This design comes from an exercise in tuning for small area and a short achievable clock period on the open sky130 flow, not from production work.
The RTL was checked by simulation tests, not by an equivalence proof against the original design.

## red
Design bfly_engine_top, start of the top module:
module bfly_engine_top #(
  parameter int data_width = DATA_WIDTH,
  parameter int bu_par     = BU_PAR,
  parameter int frac_bits  = FRAC_BITS
) (
  input  logic                           clk,
  input  logic                           rst_n,
  input  logic                           up_vld,
  input  logic signed [data_width-1:0]   up_dat,
  input  logic                           cfg_we,
  input  logic [CFG_ADDR_W-1:0]          cfg_addr,
  input  logic [CFG_DATA_W-1:0]          cfg_wdata,
  output logic                           dn_vld,
  output logic [2*bu_par*data_width-1:0] dn_dat
);
  localparam int DW = 16;
  logic                  in_vld, in_we;
  logic [DW-1:0]         in_dat;
  logic [CFG_ADDR_W-1:0] in_addr;
  logic [CFG_DATA_W-1:0] in_wdata;
  assign in_vld   = up_vld;
  assign in_dat   = up_dat;
  assign in_we    = cfg_we;
  assign in_addr  = cfg_addr;
  assign in_wdata = cfg_wdata;
  logic [2:0]    lane_cnt;
  logic          grp_last;            
  ...
clock: 8.0 ns
lec_check: 0
cap_margin: 20
cell_pad_in_sites_detail_placement: 1
cell_pad_in_sites_global_placement: 1
core_margin: 2
core_utilization: 65
place_density: 0.75
slew_margin: 60
standard.sh (not shown) runs the stock make flow with config.mk's settings and CLKGATE_MAP_FILE= SYNTH_SCRIPT=/design/flow/synth_recipe.tcl, a recipe that flattens the netlist after the stock synthesis.
==> flow/flow/run.sh <==
#!/bin/bash
# The standard layout (the standard.sh, which runs the standard synthesis
# unchanged), with these ORFS arguments set:
#  - port buffers use buf_2 instead of the default delay-cell buffer;
#  - clock tree synthesis uses clkbuf_16, clusters of up to 30 sinks within
#    60 um, and inserts no dummy balancing loads;
#  - timing repair aims for 5.25 ns of setup slack (a 2.75 ns period).
# Each tool's full output goes to the ORFS logs under orfs/logs, and the
# make output to standard.log here.
set -euo pipefail
export BUFFER_PORTS_ARGS="-buffer_cell sky130_fd_sc_hd__buf_2"
export CTS_ARGS="-sink_clustering_enable -repair_clock_nets -buf_list sky130_fd_sc_hd__clkbuf_16 -sink_clustering_size 24 -sink_clustering_max_diameter 50 -dont_use_dummy_load"
bash standard.sh SETUP_SLACK_MARGIN=5.25 finish > standard.log 2>&1
red finished every step from synthesis to the final layout, and the layout passed the timing, design-rule and antenna checks.
Edits applied to the flow inputs when going from red to blue:
Settings: clearing PLACE_DENSITY, which used to be 0.75; swapping 65 for 50 in CORE_UTILIZATION.
diff --git a/flow/flow/run.sh b/flow/flow/run.sh
--- a/flow/flow/run.sh
+++ b/flow/flow/run.sh
@@ -10,4 +10,4 @@
 set -euo pipefail
 export BUFFER_PORTS_ARGS="-buffer_cell sky130_fd_sc_hd__buf_2"
-export CTS_ARGS="-sink_clustering_enable -repair_clock_nets -buf_list sky130_fd_sc_hd__clkbuf_16 -sink_clustering_size 24 -sink_clustering_max_diameter 50 -dont_use_dummy_load"
+export CTS_ARGS="-sink_clustering_enable -repair_clock_nets -buf_list sky130_fd_sc_hd__clkbuf_16 -sink_clustering_size 30 -sink_clustering_max_diameter 60 -dont_use_dummy_load"
 bash standard.sh SETUP_SLACK_MARGIN=5.25 finish > standard.log 2>&1
Results
- Taking red as the reference, in blue share of the clock period used by the worst path after layout has remained practically unchanged; maximum single-stage delay on the critical path moved down.
- Across both runs, first-iteration DRC count was lower for blue than for red.
- Number of nets in the final layout: blue < red
- dn_dat[49] as the capture point of the worst path was reported by red, and dn_dat[35] by blue.
- Number of flops mapped to enable cells by yosys: red vs blue identical
Changes in green relative to blue:
Settings: PLACE_DENSITY now 0.8, previously not set; CORE_UTILIZATION now 72, was 50.
### Flow results
- green never completed, since it errored out during 4_1_cts.
- Looking at number of post-CTS setup repair buffers, green sits 18 higher than blue does.
- Delta (green minus blue): floorplan row count -20, cell area after technology mapping ~0 delta, number of buffers created by CTS -38%, x dimension of the die -16%, placement-stage cell area -1.1%.
- Total of hold buffers inserted after clock tree synthesis essentially unchanged between blue and green.
- As far as sequential fraction of the synthesis area goes, blue and green are indistinguishable; the numbers are identical.
Inputs modified between green and orange:
Settings: swapping 0.8 for 0.75 in PLACE_DENSITY; swapping 72 for 65 in CORE_UTILIZATION.
diff --git a/flow/flow/run.sh b/flow/flow/run.sh
--- a/flow/flow/run.sh
+++ b/flow/flow/run.sh
@@ -10,4 +10,4 @@
 set -euo pipefail
 export BUFFER_PORTS_ARGS="-buffer_cell sky130_fd_sc_hd__buf_2"
-export CTS_ARGS="-sink_clustering_enable -repair_clock_nets -buf_list sky130_fd_sc_hd__clkbuf_16 -sink_clustering_size 30 -sink_clustering_max_diameter 60 -dont_use_dummy_load"
+export CTS_ARGS="-sink_clustering_enable -repair_clock_nets -buf_list sky130_fd_sc_hd__clkbuf_16 -sink_clustering_size 30 -sink_clustering_max_diameter 60 -dont_use_dummy_load -balance_levels"
 bash standard.sh SETUP_SLACK_MARGIN=5.25 finish > standard.log 2>&1
Results
Re number of enable-type register cells in the synthesized netlist: no difference whatsoever between green and orange. orange: effective utilization at floorplan 7.1 points below green. Synthesized flop and latch total of green is on par with orange. orange ended with more final estimated routing congestion in global placement than green. Summary of orange over green: synthesized area did not really move, half-perimeter wire length after placement went down. Diff green -> orange | number of clock buffers inserted by TritonCTS | increase of about 17%. Of orange and green, green shows the lower maximum level of the CTS H-tree, with orange above it. Delta (orange minus green): worst setup slack before clock tree synthesis +0.099 ns; post-synthesis share of cell area spent on xor and xnor gates ~0 delta. orange | status: complete | timing, DRC, antenna: pass. Of orange and green, it is orange that has the higher die outline width.
The inputs of purple differ from those of orange as listed below.
==> flow/flow/run.sh <==
#!/bin/bash
# The standard layout (the standard.sh, which runs the standard synthesis
# unchanged), with these ORFS arguments set:
#  - port buffers use buf_2 instead of the default delay-cell buffer;
#  - clock tree synthesis uses clkbuf_16, clusters of up to 30 sinks within
#    60 um, and inserts no dummy balancing loads;
#  - timing repair aims for 5.15 ns of setup slack (a 2.85 ns period).
# Each tool's full output goes to the ORFS logs under orfs/logs, and the
# make output to standard.log here.
set -euo pipefail
export BUFFER_PORTS_ARGS="-buffer_cell sky130_fd_sc_hd__buf_2"
export CTS_ARGS="-sink_clustering_enable -repair_clock_nets -buf_list sky130_fd_sc_hd__clkbuf_16 -sink_clustering_size 30 -sink_clustering_max_diameter 60 -dont_use_dummy_load"
bash standard.sh SETUP_SLACK_MARGIN=5.15 finish > standard.log 2>&1
Notes after the runs:
Diff orange and purple: final worst slack higher in purple. Any difference in maximum cell stage delay along the critical path between purple and orange is small enough to ignore. Status: standard-cell row count parity (purple, orange). On sequential share of layout area, orange tracks purple almost exactly. Final area ended up about 0.33% lower on purple than on orange. Looking at antenna diode count across orange and purple, the one that comes out lower is orange.

afterwards: timing with drivers on the ports:
Ports are ideal in the flow. The routed layouts listed here were re-timed in OpenROAD.
Step 1 assumes that a clkbuf_16 drives the clock port and a buf_2 every other input.
Step 2 also shifts input and output timing later by t, the mid clock arrival at the registers, as if the neighbouring blocks saw the same clock.
Three values: ideal ports, drivers, drivers and shift; two values: the first two.
| run | t, ns | slack for setup (ns) | clock arrival spread, ns | worst slew at a driven data input, ns | pins driven straight from the clock port |
|---|---|---|---|---|---|
| red | 0.713 | 5.107 / 5.036 / 4.600 | 0.137 / 0.137 | 0.06 | 1 |
| blue | 0.740 | 5.113 / 5.040 / 4.713 | 0.099 / 0.099 | 0.07 | 1 |
| orange | 0.689 | 5.131 / 5.060 / 4.623 | 0.128 / 0.129 | 0.07 | 1 |
| purple | 0.681 | 5.160 / 5.092 / 4.588 | 0.121 / 0.121 | 0.07 | 1 |
After both steps setup and hold are still met in every run listed. For purple, which loses most, drivers alone change the setup slack by -0.068 ns; drivers and shift together by -0.572 ns.
